Background: an optimization exercise with open tools, aiming at small area, a short achievable clock period and few clock cycles per item. Do not read the settings as production practice. Function was checked by simulation only, so behaviour that the tests miss may differ from the original.

File: design.v
package nn_num_pkg;
    localparam int WORD_BITS = 16;
    localparam int FRAC_BITS = 8;
    localparam int INPUTS = 4;
    localparam int HIDDEN = 3;
    localparam int INPUT_IDX_BITS = $clog2(INPUTS);   
    typedef struct packed {
        logic                 sign;
        logic [WORD_BITS-2:0] body;
    } fix_fields_s;
    typedef union packed {
        logic signed [WORD_BITS-1:0] value;   
        fix_fields_s                 fields;
    } fix_word_u;
endpackage
package nn_seq_pkg;
    localparam int STEP_BITS = 2;
    localparam logic [STEP_BITS-1:0] LAST_WORD = 2'd3;
endpackage
`timescale 1ns/1ps
import nn_num_pkg::*;
import nn_seq_pkg::*;
module sample_loader (
    input  logic                 clk,
    input  logic                 rst_n,
    input  logic                 in_valid_d,
    output logic [STEP_BITS-1:0] count,     
    output logic                 x_valid,   
    output logic [STEP_BITS-1:0] x_step     
);
    always_ff @(posedge clk or negedge rst_n) begin
        if (!rst_n) begin
            count   <= '0;
            x_valid <= 1'b0;
            x_step  <= '0;
        end else begin
            x_valid <= in_valid_d;
            x_step  <= count;
            if (in_valid_d) begin
                count <= count + 1'b1;
            end
        end
    end
endmodule
`timescale 1ns/1ps
import nn_num_pkg::*;
module weight_loader (
    input  logic                                                                   clk,
    input  logic                                                                   rst_n,
    input  logic                                                                   in_valid_d,
    input  logic [nn_seq_pkg::STEP_BITS-1:0]                                       count,
    input  logic                                                                   in_valid_w1,
    input  logic [nn_num_pkg::WORD_BITS-1:0]                                                weight1,
    input  logic                                                                   in_valid_w2,
    input  logic [nn_num_pkg::WORD_BITS-1:0]                                                weight2,
    output logic [nn_num_pkg::HIDDEN-1:0][nn_num_pkg::WORD_BITS-1:0]                 w1_head,   
    output logic [nn_num_pkg::HIDDEN-1:0]                                            w1_ok,     
    output logic [nn_num_pkg::HIDDEN-1:0][nn_num_pkg::WORD_BITS-1:0]                 w2,
    output logic [nn_num_pkg::HIDDEN-1:0]                                            w2_ok
);
    localparam int W1_WORDS = HIDDEN * INPUTS;
    logic [3:0] n1;   
    logic [1:0] n2;   
    always_ff @(posedge clk or negedge rst_n) begin
        if (!rst_n) begin
            n1 <= '0;
            n2 <= '0;
        end else begin
            if (in_valid_w1 && n1 != 4'(W1_WORDS)) begin
                n1 <= n1 + 1'b1;
            end
            if (in_valid_w2 && n2 != 2'(HIDDEN)) begin
                n2 <= n2 + 1'b1;
            end
        end
    end
    logic [HIDDEN-1:0][INPUTS-1:0][WORD_BITS-1:0] w1;
    always_comb begin
        for (int j = 0; j < HIDDEN; j++) begin
            w1_head[j] = w1[j][0];
            w1_ok[j]   = (5'(n1) + 5'(j * INPUTS) + 5'(count)) >= 5'(W1_WORDS);
            w2_ok[j]   = (3'(n2) + 3'(j)) >= 3'(HIDDEN);
        end
    end
    always_ff @(posedge clk) begin
        if (in_valid_w1 || in_valid_d) begin
            for (int j = 0; j < HIDDEN; j++) begin
                for (int k = 0; k < INPUTS - 1; k++) begin
                    w1[j][k] <= w1[j][k+1];
                end
                if (in_valid_d) begin
                    w1[j][INPUTS-1] <= w1[j][0];
                end else if (j < HIDDEN - 1) begin
                    w1[j][INPUTS-1] <= w1[j+1][0];
                end else begin
                    w1[j][INPUTS-1] <= weight1;
                end
            end
        end
    end
    always_ff @(posedge clk) begin
        if (in_valid_w2) begin
            for (int j = 0; j < HIDDEN - 1; j++) begin
                w2[j] <= w2[j+1];
            end
            w2[HIDDEN-1] <= weight2;   
        end
    end
endmodule
`timescale 1ns/1ps
import nn_num_pkg::*;
import nn_seq_pkg::*;
module forward_engine (
    input  logic                                                                   clk,
    input  logic                                                                   rst_n,
    input  logic                                                                   in_valid_d,
    input  logic [nn_num_pkg::WORD_BITS-1:0]                                       data_point,
    input  logic [nn_seq_pkg::STEP_BITS-1:0]                                       count,
    input  logic                                                                   x_valid,
    input  logic [nn_seq_pkg::STEP_BITS-1:0]                                       x_step,
    input  logic [nn_num_pkg::HIDDEN-1:0][nn_num_pkg::WORD_BITS-1:0]                 w1_head,
    input  logic [nn_num_pkg::HIDDEN-1:0]                                            w1_ok,
    input  logic [nn_num_pkg::HIDDEN-1:0][nn_num_pkg::WORD_BITS-1:0]                 w2,
    input  logic [nn_num_pkg::HIDDEN-1:0]                                            w2_ok,
    output logic                                                                   out_valid,
    output logic [nn_num_pkg::WORD_BITS-1:0]                                       out
);
    logic                             s2_valid;
    logic                             s2_last;
    logic                             acc_clear;  
    logic                             out_mul;    
    logic                             out_sum;    
    logic [HIDDEN-1:0][WORD_BITS-1:0] mac_a;      
    logic [HIDDEN-1:0][7:0]           mac_one;    
    logic [HIDDEN-1:0][7:0]           mac_two;
    logic [HIDDEN-1:0][7:0]           mac_neg;
    logic [HIDDEN-1:0][7:0]           w1_one, w1_two, w1_neg;   
    logic [HIDDEN-1:0][7:0]           w2_one, w2_two, w2_neg;   
    logic [HIDDEN-1:0][WORD_BITS-1:0] pp_s;       
    logic [HIDDEN-1:0][WORD_BITS-1:0] pp_c;
    logic [HIDDEN-1:0]                pp_ci;
    logic [HIDDEN-1:0][WORD_BITS-1:0] row_s;      
    logic [HIDDEN-1:0][WORD_BITS-1:0] row_c;
    logic [HIDDEN-1:0]                row_ci;
    logic [HIDDEN-1:0][WORD_BITS-1:0] acc;        
    logic [HIDDEN-1:0][WORD_BITS-1:0] acc_sum;    
    logic [HIDDEN-1:0][WORD_BITS-1:0] acc_cs_s;
    logic [HIDDEN-1:0][WORD_BITS-1:0] acc_cs_c;
    always_ff @(posedge clk or negedge rst_n) begin
        if (!rst_n) begin
            s2_valid <= 1'b0;
            s2_last  <= 1'b0;
            out_mul  <= 1'b0;
            out_sum  <= 1'b0;
        end else begin
            s2_valid <= x_valid;
            s2_last  <= x_valid && (x_step == LAST_WORD);
            out_mul  <= s2_last;
            out_sum  <= out_mul;
        end
    end
    for (genvar j = 0; j < HIDDEN; j++) begin : g_enc
        booth_enc enc1_i (
            .b   (w1_head[j]),
            .ok  (w1_ok[j]),
            .one (w1_one[j]),
            .two (w1_two[j]),
            .neg (w1_neg[j])
        );
        booth_enc enc2_i (
            .b   (w2[j]),
            .ok  (w2_ok[j]),
            .one (w2_one[j]),
            .two (w2_two[j]),
            .neg (w2_neg[j])
        );
    end
    always_ff @(posedge clk) begin
        for (int j = 0; j < HIDDEN; j++) begin
            if (s2_last) begin
                mac_a[j]   <= acc_sum[j][WORD_BITS-1] ? '0 : acc_sum[j];
                mac_one[j] <= w2_one[j];
                mac_two[j] <= w2_two[j];
                mac_neg[j] <= w2_neg[j];
            end else begin
                mac_a[j]   <= data_point;
                mac_one[j] <= w1_one[j];
                mac_two[j] <= w1_two[j];
                mac_neg[j] <= w1_neg[j];
            end
        end
    end
    for (genvar j = 0; j < HIDDEN; j++) begin : g_pp
        booth_pp pp_i (
            .a   (mac_a[j]),
            .one (mac_one[j]),
            .two (mac_two[j]),
            .neg (mac_neg[j]),
            .s   (pp_s[j]),
            .c   (pp_c[j]),
            .ci  (pp_ci[j])
        );
    end
    always_ff @(posedge clk) begin
        row_s  <= pp_s;
        row_c  <= pp_c;
        row_ci <= pp_ci;
    end
    always_comb begin
        for (int j = 0; j < HIDDEN; j++) begin
            acc_cs_s[j] = acc[j] ^ row_s[j] ^ row_c[j];
            acc_cs_c[j] = WORD_BITS'({(acc[j] & row_s[j]) | (acc[j] & row_c[j]) | (row_s[j] & row_c[j]), 1'b0});
            acc_sum[j]  = acc_cs_s[j] + acc_cs_c[j] + WORD_BITS'(row_ci[j]);
        end
    end
    assign acc_clear = (count == '0) && !x_valid && !s2_valid;
    always_ff @(posedge clk) begin
        if (s2_valid) begin
            acc <= acc_sum;
        end else if (acc_clear) begin
            acc <= '0;
        end
    end
    logic [WORD_BITS-1:0] out_total;
    out_sum out_sum_i (
        .s  (row_s),
        .c  (row_c),
        .ci (row_ci),
        .y  (out_total)
    );
    always_ff @(posedge clk or negedge rst_n) begin
        if (!rst_n) begin
            out_valid <= 1'b0;
            out       <= '0;
        end else if (out_sum) begin
            out_valid <= 1'b1;
            out       <= out_total;
        end else begin
            out_valid <= 1'b0;
            out       <= '0;
        end
    end
endmodule
module booth_pp (
    input  logic [15:0] a,     
    input  logic [7:0]  one,   
    input  logic [7:0]  two,   
    input  logic [7:0]  neg,   
    output logic [15:0] s,     
    output logic [15:0] c,
    output logic        ci     
);
    logic [16:0] ax;
    assign ax = {a[15], a};
    logic [7:0][16:0] pp;
    always_comb begin
        for (int k = 0; k < 8; k++) begin
            pp[k][0] = (one[k] & ax[0]) ^ neg[k];
            for (int i = 1; i < 17; i++) begin
                pp[k][i] = ((one[k] & ax[i]) | (two[k] & ax[i-1])) ^ neg[k];
            end
            pp[k][16] = ~pp[k][16];
        end
    end
    logic s1, k2;
    assign s1 = neg[5] ^ pp[0][10];
    assign k2 = neg[5] & pp[0][10];
    logic s3, k4;
    assign s3 = pp[0][11] ^ pp[1][9];
    assign k4 = pp[0][11] & pp[1][9];
    logic s5, k6;
    assign s5 = neg[6] ^ pp[0][12] ^ pp[1][10];
    assign k6 = (neg[6] & pp[0][12]) | (neg[6] & pp[1][10]) | (pp[0][12] & pp[1][10]);
    logic s7, k8;
    assign s7 = pp[2][8] ^ pp[3][6];
    assign k8 = pp[2][8] & pp[3][6];
    logic s9, k10;
    assign s9 = pp[0][13] ^ pp[1][11] ^ pp[2][9];
    assign k10 = (pp[0][13] & pp[1][11]) | (pp[0][13] & pp[2][9]) | (pp[1][11] & pp[2][9]);
    logic s11, k12;
    assign s11 = pp[3][7] ^ pp[4][5];
    assign k12 = pp[3][7] & pp[4][5];
    logic s13, k14;
    assign s13 = neg[7] ^ pp[0][14] ^ pp[1][12];
    assign k14 = (neg[7] & pp[0][14]) | (neg[7] & pp[1][12]) | (pp[0][14] & pp[1][12]);
    logic s15, k16;
    assign s15 = pp[2][10] ^ pp[3][8] ^ pp[4][6];
    assign k16 = (pp[2][10] & pp[3][8]) | (pp[2][10] & pp[4][6]) | (pp[3][8] & pp[4][6]);
    logic s17, k18;
    assign s17 = pp[5][4] ^ pp[6][2];
    assign k18 = pp[5][4] & pp[6][2];
    logic s19, k20;
    assign s19 = pp[0][15] ^ pp[1][13] ^ pp[2][11];
    assign k20 = (pp[0][15] & pp[1][13]) | (pp[0][15] & pp[2][11]) | (pp[1][13] & pp[2][11]);
    logic s21, k22;
    assign s21 = pp[3][9] ^ pp[4][7] ^ pp[5][5];
    assign k22 = (pp[3][9] & pp[4][7]) | (pp[3][9] & pp[5][5]) | (pp[4][7] & pp[5][5]);
    logic s23, k24;
    assign s23 = pp[6][3] ^ pp[7][1];
    assign k24 = pp[6][3] & pp[7][1];
    logic s25, k26;
    assign s25 = 1'b1 ^ pp[0][16] ^ pp[1][14];
    assign k26 = (1'b1 & pp[0][16]) | (1'b1 & pp[1][14]) | (pp[0][16] & pp[1][14]);
    logic s27, k28;
    assign s27 = pp[2][12] ^ pp[3][10] ^ pp[4][8];
    assign k28 = (pp[2][12] & pp[3][10]) | (pp[2][12] & pp[4][8]) | (pp[3][10] & pp[4][8]);
    logic s29, k30;
    assign s29 = pp[5][6] ^ pp[6][4] ^ pp[7][2];
    assign k30 = (pp[5][6] & pp[6][4]) | (pp[5][6] & pp[7][2]) | (pp[6][4] & pp[7][2]);
    logic s31, k32;
    assign s31 = 1'b1 ^ pp[1][15] ^ pp[2][13];
    assign k32 = (1'b1 & pp[1][15]) | (1'b1 & pp[2][13]) | (pp[1][15] & pp[2][13]);
    logic s33, k34;
    assign s33 = pp[3][11] ^ pp[4][9] ^ pp[5][7];
    assign k34 = (pp[3][11] & pp[4][9]) | (pp[3][11] & pp[5][7]) | (pp[4][9] & pp[5][7]);
    logic s35, k36;
    assign s35 = pp[6][5] ^ pp[7][3];
    assign k36 = pp[6][5] & pp[7][3];
    logic s37, k38;
    assign s37 = pp[1][16] ^ pp[2][14] ^ pp[3][12];
    assign k38 = (pp[1][16] & pp[2][14]) | (pp[1][16] & pp[3][12]) | (pp[2][14] & pp[3][12]);
    logic s39, k40;
    assign s39 = pp[4][10] ^ pp[5][8] ^ pp[6][6];
    assign k40 = (pp[4][10] & pp[5][8]) | (pp[4][10] & pp[6][6]) | (pp[5][8] & pp[6][6]);
    logic s41, k42;
    assign s41 = 1'b1 ^ pp[2][15] ^ pp[3][13];
    assign k42 = (1'b1 & pp[2][15]) | (1'b1 & pp[3][13]) | (pp[2][15] & pp[3][13]);
    logic s43, k44;
    assign s43 = pp[4][11] ^ pp[5][9];
    assign k44 = pp[4][11] & pp[5][9];
    logic s45, k46;
    assign s45 = pp[2][16] ^ pp[3][14] ^ pp[4][12];
    assign k46 = (pp[2][16] & pp[3][14]) | (pp[2][16] & pp[4][12]) | (pp[3][14] & pp[4][12]);
    logic s47, k48;
    assign s47 = 1'b1 ^ pp[3][15];
    assign k48 = 1'b1 & pp[3][15];
    logic s49, k50;
    assign s49 = neg[3] ^ pp[0][6];
    assign k50 = neg[3] & pp[0][6];
    logic s51, k52;
    assign s51 = pp[0][7] ^ pp[1][5];
    assign k52 = pp[0][7] & pp[1][5];
    logic s53, k54;
    assign s53 = neg[4] ^ pp[0][8] ^ pp[1][6];
    assign k54 = (neg[4] & pp[0][8]) | (neg[4] & pp[1][6]) | (pp[0][8] & pp[1][6]);
    logic s55, k56;
    assign s55 = pp[2][4] ^ pp[3][2];
    assign k56 = pp[2][4] & pp[3][2];
    logic s57, k58;
    assign s57 = pp[0][9] ^ pp[1][7] ^ pp[2][5];
    assign k58 = (pp[0][9] & pp[1][7]) | (pp[0][9] & pp[2][5]) | (pp[1][7] & pp[2][5]);
    logic s59, k60;
    assign s59 = pp[3][3] ^ pp[4][1];
    assign k60 = pp[3][3] & pp[4][1];
    logic s61, k62;
    assign s61 = pp[1][8] ^ pp[2][6] ^ pp[3][4];
    assign k62 = (pp[1][8] & pp[2][6]) | (pp[1][8] & pp[3][4]) | (pp[2][6] & pp[3][4]);
    logic s63, k64;
    assign s63 = pp[4][2] ^ pp[5][0] ^ s1;
    assign k64 = (pp[4][2] & pp[5][0]) | (pp[4][2] & s1) | (pp[5][0] & s1);
    logic s65, k66;
    assign s65 = pp[2][7] ^ pp[3][5] ^ pp[4][3];
    assign k66 = (pp[2][7] & pp[3][5]) | (pp[2][7] & pp[4][3]) | (pp[3][5] & pp[4][3]);
    logic s67, k68;
    assign s67 = pp[5][1] ^ k2 ^ s3;
    assign k68 = (pp[5][1] & k2) | (pp[5][1] & s3) | (k2 & s3);
    logic s69, k70;
    assign s69 = pp[4][4] ^ pp[5][2] ^ pp[6][0];
    assign k70 = (pp[4][4] & pp[5][2]) | (pp[4][4] & pp[6][0]) | (pp[5][2] & pp[6][0]);
    logic s71, k72;
    assign s71 = k4 ^ s7 ^ s5;
    assign k72 = (k4 & s7) | (k4 & s5) | (s7 & s5);
    logic s73, k74;
    assign s73 = pp[5][3] ^ pp[6][1] ^ k8;
    assign k74 = (pp[5][3] & pp[6][1]) | (pp[5][3] & k8) | (pp[6][1] & k8);
    logic s75, k76;
    assign s75 = s11 ^ k6 ^ s9;
    assign k76 = (s11 & k6) | (s11 & s9) | (k6 & s9);
    logic s77, k78;
    assign s77 = pp[7][0] ^ k12 ^ s17;
    assign k78 = (pp[7][0] & k12) | (pp[7][0] & s17) | (k12 & s17);
    logic s79, k80;
    assign s79 = k10 ^ s13 ^ s15;
    assign k80 = (k10 & s13) | (k10 & s15) | (s13 & s15);
    logic s81, k82;
    assign s81 = k18 ^ s23 ^ k14;
    assign k82 = (k18 & s23) | (k18 & k14) | (s23 & k14);
    logic s83, k84;
    assign s83 = k16 ^ s19 ^ s21;
    assign k84 = (k16 & s19) | (k16 & s21) | (s19 & s21);
    logic s85, k86;
    assign s85 = k24 ^ k20 ^ k22;
    assign k86 = (k24 & k20) | (k24 & k22) | (k20 & k22);
    logic s87, k88;
    assign s87 = s25 ^ s27 ^ s29;
    assign k88 = (s25 & s27) | (s25 & s29) | (s27 & s29);
    logic s89, k90;
    assign s89 = s35 ^ k26 ^ k28;
    assign k90 = (s35 & k26) | (s35 & k28) | (k26 & k28);
    logic s91, k92;
    assign s91 = k30 ^ s31 ^ s33;
    assign k92 = (k30 & s31) | (k30 & s33) | (s31 & s33);
    logic s93, k94;
    assign s93 = pp[7][4] ^ k36 ^ k32;
    assign k94 = (pp[7][4] & k36) | (pp[7][4] & k32) | (k36 & k32);
    logic s95, k96;
    assign s95 = k34 ^ s37 ^ s39;
    assign k96 = (k34 & s37) | (k34 & s39) | (s37 & s39);
    logic s97, k98;
    assign s97 = pp[6][7] ^ pp[7][5] ^ s43;
    assign k98 = (pp[6][7] & pp[7][5]) | (pp[6][7] & s43) | (pp[7][5] & s43);
    logic s99, k100;
    assign s99 = k38 ^ k40 ^ s41;
    assign k100 = (k38 & k40) | (k38 & s41) | (k40 & s41);
    logic s101, k102;
    assign s101 = pp[5][10] ^ pp[6][8] ^ pp[7][6];
    assign k102 = (pp[5][10] & pp[6][8]) | (pp[5][10] & pp[7][6]) | (pp[6][8] & pp[7][6]);
    logic s103, k104;
    assign s103 = k44 ^ k42 ^ s45;
    assign k104 = (k44 & k42) | (k44 & s45) | (k42 & s45);
    logic s105, k106;
    assign s105 = pp[4][13] ^ pp[5][11] ^ pp[6][9];
    assign k106 = (pp[4][13] & pp[5][11]) | (pp[4][13] & pp[6][9]) | (pp[5][11] & pp[6][9]);
    logic s107, k108;
    assign s107 = pp[7][7] ^ s47 ^ k46;
    assign k108 = (pp[7][7] & s47) | (pp[7][7] & k46) | (s47 & k46);
    logic s109, k110;
    assign s109 = pp[3][16] ^ pp[4][14] ^ pp[5][12];
    assign k110 = (pp[3][16] & pp[4][14]) | (pp[3][16] & pp[5][12]) | (pp[4][14] & pp[5][12]);
    logic s111, k112;
    assign s111 = pp[6][10] ^ pp[7][8] ^ k48;
    assign k112 = (pp[6][10] & pp[7][8]) | (pp[6][10] & k48) | (pp[7][8] & k48);
    logic s113, k114;
    assign s113 = 1'b1 ^ pp[4][15] ^ pp[5][13];
    assign k114 = (1'b1 & pp[4][15]) | (1'b1 & pp[5][13]) | (pp[4][15] & pp[5][13]);
    logic s115, k116;
    assign s115 = pp[6][11] ^ pp[7][9];
    assign k116 = pp[6][11] & pp[7][9];
    logic s117, k118;
    assign s117 = neg[2] ^ pp[0][4];
    assign k118 = neg[2] & pp[0][4];
    logic s119, k120;
    assign s119 = pp[0][5] ^ pp[1][3];
    assign k120 = pp[0][5] & pp[1][3];
    logic s121, k122;
    assign s121 = pp[1][4] ^ pp[2][2] ^ pp[3][0];
    assign k122 = (pp[1][4] & pp[2][2]) | (pp[1][4] & pp[3][0]) | (pp[2][2] & pp[3][0]);
    logic s123, k124;
    assign s123 = pp[2][3] ^ pp[3][1] ^ k50;
    assign k124 = (pp[2][3] & pp[3][1]) | (pp[2][3] & k50) | (pp[3][1] & k50);
    logic s125, k126;
    assign s125 = pp[4][0] ^ k52 ^ s55;
    assign k126 = (pp[4][0] & k52) | (pp[4][0] & s55) | (k52 & s55);
    logic s127, k128;
    assign s127 = k56 ^ s59 ^ k54;
    assign k128 = (k56 & s59) | (k56 & k54) | (s59 & k54);
    logic s129, k130;
    assign s129 = k60 ^ k58 ^ s61;
    assign k130 = (k60 & k58) | (k60 & s61) | (k58 & s61);
    logic s131, k132;
    assign s131 = k62 ^ s65 ^ k64;
    assign k132 = (k62 & s65) | (k62 & k64) | (s65 & k64);
    logic s133, k134;
    assign s133 = k66 ^ s69 ^ k68;
    assign k134 = (k66 & s69) | (k66 & k68) | (s69 & k68);
    logic s135, k136;
    assign s135 = k70 ^ s73 ^ k72;
    assign k136 = (k70 & s73) | (k70 & k72) | (s73 & k72);
    logic s137, k138;
    assign s137 = k74 ^ s77 ^ k76;
    assign k138 = (k74 & s77) | (k74 & k76) | (s77 & k76);
    logic s139, k140;
    assign s139 = k78 ^ k80 ^ s81;
    assign k140 = (k78 & k80) | (k78 & s81) | (k80 & s81);
    logic s141, k142;
    assign s141 = k82 ^ k84 ^ s85;
    assign k142 = (k82 & k84) | (k82 & s85) | (k84 & s85);
    logic s143, k144;
    assign s143 = k86 ^ k88 ^ s89;
    assign k144 = (k86 & k88) | (k86 & s89) | (k88 & s89);
    logic s145, k146;
    assign s145 = k90 ^ k92 ^ s93;
    assign k146 = (k90 & k92) | (k90 & s93) | (k92 & s93);
    logic s147, k148;
    assign s147 = k94 ^ s97 ^ k96;
    assign k148 = (k94 & s97) | (k94 & k96) | (s97 & k96);
    logic s149, k150;
    assign s149 = s101 ^ k98 ^ k100;
    assign k150 = (s101 & k98) | (s101 & k100) | (k98 & k100);
    logic s151, k152;
    assign s151 = k102 ^ s105 ^ k104;
    assign k152 = (k102 & s105) | (k102 & k104) | (s105 & k104);
    logic s153, k154;
    assign s153 = k106 ^ s109 ^ s111;
    assign k154 = (k106 & s109) | (k106 & s111) | (s109 & s111);
    logic s155, k156;
    assign s155 = s115 ^ k110 ^ s113;
    assign k156 = (s115 & k110) | (s115 & s113) | (k110 & s113);
    logic s157, k158;
    assign s157 = neg[1] ^ pp[0][2];
    assign k158 = neg[1] & pp[0][2];
    logic s159, k160;
    assign s159 = pp[0][3] ^ pp[1][1];
    assign k160 = pp[0][3] & pp[1][1];
    logic s161, k162;
    assign s161 = pp[1][2] ^ pp[2][0] ^ s117;
    assign k162 = (pp[1][2] & pp[2][0]) | (pp[1][2] & s117) | (pp[2][0] & s117);
    logic s163, k164;
    assign s163 = pp[2][1] ^ k118 ^ s119;
    assign k164 = (pp[2][1] & k118) | (pp[2][1] & s119) | (k118 & s119);
    logic s165, k166;
    assign s165 = k120 ^ s49 ^ s121;
    assign k166 = (k120 & s49) | (k120 & s121) | (s49 & s121);
    logic s167, k168;
    assign s167 = s51 ^ k122 ^ s123;
    assign k168 = (s51 & k122) | (s51 & s123) | (k122 & s123);
    logic s169, k170;
    assign s169 = s53 ^ k124 ^ s125;
    assign k170 = (s53 & k124) | (s53 & s125) | (k124 & s125);
    logic s171, k172;
    assign s171 = s57 ^ k126 ^ s127;
    assign k172 = (s57 & k126) | (s57 & s127) | (k126 & s127);
    logic s173, k174;
    assign s173 = k128 ^ s63 ^ s129;
    assign k174 = (k128 & s63) | (k128 & s129) | (s63 & s129);
    logic s175, k176;
    assign s175 = s67 ^ k130 ^ s131;
    assign k176 = (s67 & k130) | (s67 & s131) | (k130 & s131);
    logic s177, k178;
    assign s177 = s71 ^ k132 ^ s133;
    assign k178 = (s71 & k132) | (s71 & s133) | (k132 & s133);
    logic s179, k180;
    assign s179 = s75 ^ k134 ^ s135;
    assign k180 = (s75 & k134) | (s75 & s135) | (k134 & s135);
    logic s181, k182;
    assign s181 = s79 ^ k136 ^ s137;
    assign k182 = (s79 & k136) | (s79 & s137) | (k136 & s137);
    logic s183, k184;
    assign s183 = s83 ^ k138 ^ s139;
    assign k184 = (s83 & k138) | (s83 & s139) | (k138 & s139);
    logic s185, k186;
    assign s185 = s87 ^ k140 ^ s141;
    assign k186 = (s87 & k140) | (s87 & s141) | (k140 & s141);
    logic s187, k188;
    assign s187 = s91 ^ k142 ^ s143;
    assign k188 = (s91 & k142) | (s91 & s143) | (k142 & s143);
    logic s189, k190;
    assign s189 = s95 ^ k144 ^ s145;
    assign k190 = (s95 & k144) | (s95 & s145) | (k144 & s145);
    logic s191, k192;
    assign s191 = s99 ^ k146 ^ s147;
    assign k192 = (s99 & k146) | (s99 & s147) | (k146 & s147);
    logic s193, k194;
    assign s193 = s103 ^ k148 ^ s149;
    assign k194 = (s103 & k148) | (s103 & s149) | (k148 & s149);
    logic s195, k196;
    assign s195 = s107 ^ k150 ^ s151;
    assign k196 = (s107 & k150) | (s107 & s151) | (k150 & s151);
    logic s197, k198;
    assign s197 = k108 ^ s153 ^ k152;
    assign k198 = (k108 & s153) | (k108 & k152) | (s153 & k152);
    logic s199, k200;
    assign s199 = k112 ^ s155 ^ k154;
    assign k200 = (k112 & s155) | (k112 & k154) | (s155 & k154);
    logic [23:0] ra, rb;
    logic [8:0]  lo;
    assign ra = {k198, k196, k194, k192, k190, k188, k186, k184, k182, k180, k178, k176, k174, k172, k170, k168, k166, k164, k162, k160, k158, s157, pp[0][1], neg[0]};
    assign rb = {s199, s197, s195, s193, s191, s189, s187, s185, s183, s181, s179, s177, s175, s173, s171, s169, s167, s165, s163, s161, s159, pp[1][0], 1'b0, pp[0][0]};
    assign lo = {1'b0, ra[7:0]} + {1'b0, rb[7:0]};
    assign s  = ra[23:8];
    assign c  = rb[23:8];
    assign ci = lo[8];
endmodule
module booth_enc (
    input  logic [15:0] b,
    input  logic        ok,
    output logic [7:0]  one,
    output logic [7:0]  two,
    output logic [7:0]  neg
);
    logic [16:0] bx;
    assign bx = {b, 1'b0};
    always_comb begin
        for (int k = 0; k < 8; k++) begin
            one[k] = ok & (bx[2*k+1] ^ bx[2*k]);
            two[k] = ok & ((bx[2*k+2] & ~bx[2*k+1] & ~bx[2*k]) | (~bx[2*k+2] & bx[2*k+1] & bx[2*k]));
            neg[k] = ok & bx[2*k+2];
        end
    end
endmodule
module out_sum (
    input  logic [2:0][15:0] s,
    input  logic [2:0][15:0] c,
    input  logic [2:0]       ci,
    output logic [15:0]      y
);
    function automatic logic [15:0] csa_s(input logic [15:0] x, input logic [15:0] y, input logic [15:0] z);
        csa_s = x ^ y ^ z;
    endfunction
    function automatic logic [15:0] csa_c(input logic [15:0] x, input logic [15:0] y, input logic [15:0] z);
        csa_c = (x & y) | (x & z) | (y & z);
    endfunction
    logic [15:0] a, b, c2, d, e, f, g, h;
    logic [15:0] ab, cd, ef, gh;
    assign a  = csa_s(s[0], c[0], s[1]);
    assign ab = csa_c(s[0], c[0], s[1]);
    assign b  = {ab[14:0], ci[1]};
    assign c2 = csa_s(c[1], s[2], c[2]);
    assign cd = csa_c(c[1], s[2], c[2]);
    assign d  = {cd[14:0], ci[2]};
    assign e  = csa_s(a, b, c2);
    assign ef = csa_c(a, b, c2);
    assign f  = {ef[14:0], 1'b0};
    assign g  = csa_s(e, f, d);
    assign gh = csa_c(e, f, d);
    assign h  = {gh[14:0], 1'b0};
    assign y  = g + h + {15'b0, ci[0]};
endmodule
`timescale 1ns/1ps
import nn_num_pkg::*;
import nn_seq_pkg::*;
module nn_top (
    input  logic        clk,
    input  logic        rst_n,
    input  logic        in_valid_d,
    input  logic        in_valid_w1,
    input  logic        in_valid_w2,
    input  logic [15:0] data_point,
    input  logic [15:0] weight1,
    input  logic [15:0] weight2,
    output logic        out_valid,
    output logic [15:0] out
);
    logic                                         x_valid;
    logic [STEP_BITS-1:0]                         x_step;
    logic [STEP_BITS-1:0]                         count;
    logic [HIDDEN-1:0][WORD_BITS-1:0]             w1_head;
    logic [HIDDEN-1:0]                            w1_ok;
    logic [HIDDEN-1:0][WORD_BITS-1:0]             w2;
    logic [HIDDEN-1:0]                            w2_ok;
    sample_loader sample_loader_i (
        .clk          (clk),
        .rst_n        (rst_n),
        .in_valid_d   (in_valid_d),
        .count        (count),
        .x_valid      (x_valid),
        .x_step       (x_step)
    );
    weight_loader weight_loader_i (
        .clk         (clk),
        .rst_n       (rst_n),
        .in_valid_d  (in_valid_d),
        .count       (count),
        .in_valid_w1 (in_valid_w1),
        .weight1     (weight1),
        .in_valid_w2 (in_valid_w2),
        .weight2     (weight2),
        .w1_head     (w1_head),
        .w1_ok       (w1_ok),
        .w2          (w2),
        .w2_ok       (w2_ok)
    );
    forward_engine forward_engine_i (
        .clk          (clk),
        .rst_n        (rst_n),
        .in_valid_d   (in_valid_d),
        .data_point   (data_point),
        .count        (count),
        .x_valid      (x_valid),
        .x_step       (x_step),
        .w1_head      (w1_head),
        .w2           (w2),
        .w1_ok        (w1_ok),
        .w2_ok        (w2_ok),
        .out_valid    (out_valid),
        .out          (out)
    );
endmodule
File: flow/run.sh
#!/bin/bash
set -euo pipefail
MARGIN=${MARGIN:-8.4}
TNS=${TNS:-20}
PORTBUF=${PORTBUF:-sky130_fd_sc_hd__buf_2}
MATCH=${MATCH:-0}
# The standard synthesis, unchanged
bash standard.sh synth > synth.log 2>&1
# The rest of the standard flow with the wider repair margin
sed -e "s/SETUP_SLACK_MARGIN=[-0-9.]*/SETUP_SLACK_MARGIN=$MARGIN TNS_END_PERCENT=$TNS BUFFER_PORTS_ARGS='-buffer_cell $PORTBUF' MATCH_CELL_FOOTPRINT=$MATCH/" standard.sh > layout.sh
grep -q "SETUP_SLACK_MARGIN=$MARGIN" layout.sh
bash layout.sh finish > layout.log 2>&1
File: standard.sh
#!/bin/bash
# synth_recipe.tcl (not shown) runs the flow's synth.tcl, then flattens the netlist and writes it again
# the make line also repeats each setting of config.mk as NAME=value (left out here)
make -C /OpenROAD-flow-scripts/flow DESIGN_CONFIG=/design/flow/config.mk WORK_HOME=/design/flow/orfs CLKGATE_MAP_FILE= SYNTH_SCRIPT=/design/flow/synth_recipe.tcl "${@:-finish}"
File: config.mk
export PLATFORM = sky130hd
export DESIGN_NAME = nn_top
export DESIGN_NICKNAME = nn_top
export VERILOG_FILES = /design/flow/design.v
export SDC_FILE = /design/flow/constraint.sdc
export NUM_CORES = 4
export LEC_CHECK = 0
export ABC_AREA = 0
export ABC_CLOCK_PERIOD_IN_PS = 4000
export CAP_MARGIN = 20
export CORE_MARGIN = 2
export CORE_UTILIZATION = 40
export CTS_CLUSTER_DIAMETER = 90
export CTS_CLUSTER_SIZE = 28
export SETUP_SLACK_MARGIN = 5
export SLEW_MARGIN = 20
File: constraint.sdc
create_clock -name core_clock -period 12.0 [get_ports {clk}]
set_input_delay 2.4000 -clock core_clock [delete_from_list [all_inputs] [get_ports {clk}]]
set_output_delay 2.4000 -clock core_clock [all_outputs]
set_load 0.01 [all_outputs]
==> out/qor.csv <==
metric,value,unit
"Max FO, Critical Path",6,
CTS buffer count,26,
DR iter-0 viols,1997,
grt ovf,0,
"commonest non-fill, non-tap cells in the layout","inv_1, fa_1, a22oi_1, xnor2_1, edfxtp_1",
worst skew pair latency,0.64,ns
clk slew on worst S/H paths,0.10,ns
first-pass GRT wire length,136000,um
final instance area,37800,um2
DR DRC count,0,
I/O Buffers,69,
largest cells by area after synthesis,"edfxtp_1, fa_1, dfxtp_1",
Die H,302,um
setup ws final,8.42,ns
vias in the first global route,22300,
DP Worst Slack,6.97,ns
CP required,12.50,ns
endpoints failing hold,0,
H-tree depth,1,
Pins Over Slew Limit,0,
final setup vio count,0,
number of nets in the final layout,3578,
hold_buf cts,0,
status,no timing/DRC/antenna violations,
detailed-route wire length per cell,20.7,um
Clock Tree Buf Depth,3,
placed cell areas,36700,um2
Synth Register Bits,537,
Slew @ Worst Pin,1.13,ns
core area,88400,um2
Synth Flop Type,edfxtp_1,
syn avg cell area,11.3,um2
layout cell share with drive strength beyond 1,9.57,%
remaining antenna violation count,0,
Area Growth Syn to Fin,6.14,%
max-capacitance violation count,0,
worst min-delay path class,reg2reg,
die width,302,um
number of enable flip-flop cells after synthesis,288,
Vias,22600,
Final GP Congestion,0.861,
synthesized instance count,3145,
Yosys top cell area share,24.3,%
"most common cell after layout, fill and taps aside",inv_1,
Initial Utilization,40.3,%
CP arrival,4.08,ns
fmax,0.279,GHz
Slew headroom,24.4,%
synthesized area,35600,um2
I/O pins,70,
total negative slack,0,ns
RSZ-0062 raised after global routing,true,
Yosys warning total,6,
synth unique cells,70,
element type at the critical path start,register,
CTS tree,built,
DRT Wirelength,87600,um
Post-synth ARST share,5.96,%
Final Core Density,42.8,%
pin count of the biggest net entering global routing,78,
CTS Sinks,537,
GRT Util Overall,19.3,%
sequential share of the synthesized area,38.7,%
Period minus WS final,3.58,ns
TritonRoute pass-1 iters,5,
initial antenna violation count,0,
Worst Skew,0.0544,ns
drt via density,5.34,
Die Area,91400,um2
Critical Path End Type,register,
CTS Root Cell,clkbuf_16,
period utilization,29.8,%
Post-Syn Nets,3679,
Yosys top cell by area,edfxtp_1,
critical path type,reg2reg,
dpl hpwl,65200,um
row count,109,
cell families after synthesis:
logic type,after synthesis,synth area share (%)
AOI/OAI and AO/OA,667,13.1
DFF,537,38.7
adders and majority gates,481,24.0
buffers and inverters,577,6.25
muxes,51,1.61
and+or+nand+nor,351,4.47
xor gates and xnor gates,481,11.9
synthesized netlist by cell type (all sizes together) (2+ instances only):
| master | count |
|---|---|
| ha | 144 |
| a31o | 7 |
| nand4b | 2 |
| xor2 | 160 |
| a211oi | 8 |
| clkbuf | 187 |
| o31ai | 4 |
| nor2b | 9 |
| o21a | 8 |
| a31oi | 6 |
| o211ai | 6 |
| inv | 353 |
| nand4 | 8 |
| nor3b | 4 |
| mux2 | 50 |
| or2b | 6 |
| o21bai | 4 |
| edfxtp | 288 |
| and2 | 19 |
| a22o | 25 |
| nor3 | 4 |
| a211o | 3 |
| a22oi | 321 |
| xnor2 | 321 |
| buf | 37 |
| dfxtp | 217 |
| fa | 337 |
| dfrtp | 32 |
| or2 | 2 |
| a21oi | 103 |
| nand3 | 13 |
| nand2b | 18 |
| o21ai | 90 |
| o22ai | 45 |
| a21o | 29 |
| nor2 | 150 |
| and3 | 4 |
| nand2 | 108 |
repair_timing:
action | CTS | global route
gates resized for setup | 18 | 43
cloned | 1 | 0
pin swaps | 6 | 23
setup buffers | 1 | 8
endpoints found under the hold margin | 0 | 0
endpoints found under the setup margin | 154 | 96
state kept, by name, indices dropped and copies added (netlist names), 3 cells and up:
name / flops
forward_engine_i.mac_one: 24
forward_engine_i.row_s: 48
forward_engine_i.row_c: 48
forward_engine_i.mac_neg: 24
forward_engine_i.mac_a: 46
forward_engine_i.out: 16
weight_loader_i.n1: 4
forward_engine_i.row_ci: 3
weight_loader_i.w1: 192
forward_engine_i.acc: 48
weight_loader_i.w2: 48
forward_engine_i.mac_two: 24
per-stage QoR:
stage | instances | hold slack (ns)
2_1_floorplan | 3145 | 0.331
3_3_place_gp | 4171 | 0.333
3_5_place_dp | 4171 | 0.337
4_1_cts | 4220 | 0.361
5_1_grt | 4228 | 0.364
6_report | 4229 | 0.358
worst paths after layout:
| kind | startpoint | end | slack [ns] | depth (start not counted) |
|---|---|---|---|---|
| worst max register to register | forward_engine_i.row_s[38] | forward_engine_i.out[15] | 8.42 | 13 |
| worst max-delay path | forward_engine_i.row_s[38] | forward_engine_i.out[15] | 8.42 | 13 |
| max in group asynchronous | rst_n | forward_engine_i.out[12] | 9.54 | 1 |
| min in group asynchronous | rst_n | forward_engine_i.out[0] | 1.89 | 1 |
| worst min register to register | forward_engine_i.out_mul | forward_engine_i.out_sum | 0.36 | 0 |
| worst min-delay path | forward_engine_i.out_mul | forward_engine_i.out_sum | 0.36 | 0 |
critical path, cell delays in order (launching register included):
cell	delay, ns
dfxtp_1	0.37
fa_1	0.54
inv_1	0.05
fa_1	0.54
inv_1	0.05
fa_1	0.55
ha_4	0.23
a211o_1	0.27
a211oi_2	0.27
o21bai_2	0.13
nand4_1	0.12
a21oi_2	0.07
xnor2_1	0.11
and2_1	0.18
layer usage:
layer	track usage (%)	wire length, um	vias up
met5	0	0	-
met4	5.02	2330	0
met3	3.17	5780	105
met2	28.9	38600	778
met1	28.9	40900	11300
li1	-	-	10400
area by class of cell:
class                           instances  area, um2
Antenna cell                            1       2.50
Inverter                              353       1330
Clock buffer                           37        692
Multi-Input combinational cell       2032      19700
Tap cell                             1165       1460
Timing Repair Buffer                   94        562
Clock inverter                         10        180
Sequential cell                       537      13800
Fill cell                            8415      50600
Testbench counts, summed over its fixed seeds: cycles 12,808, items 1,600.

port drivers added, routing unchanged:
In the flow no input, the clock included, has a driving cell. The finished layout below was timed again as built, in two steps.
Step 1, drivers: a clkbuf_16 drives clk and a buf_2 each remaining input, both assumed.
Step 2 moves the port delays by t, midway between the first and last clock arrival at a register: inputs arrive t later, outputs are due t later. That takes back most of the time a late clock gives input paths.
a / b / c = no drivers / after step 1 / after step 2; a / b = the first two.
t, ns: 0.677
setup WS [ns]: 8.419 / 8.411 / 7.870
hold WS [ns]: 0.358 / 0.358 / 0.358
cell pins on the clock port's net: 1
After both steps setup and hold are still met in this run. The setup slack of this run moves by -0.008 ns with the drivers and by -0.549 ns with both steps.
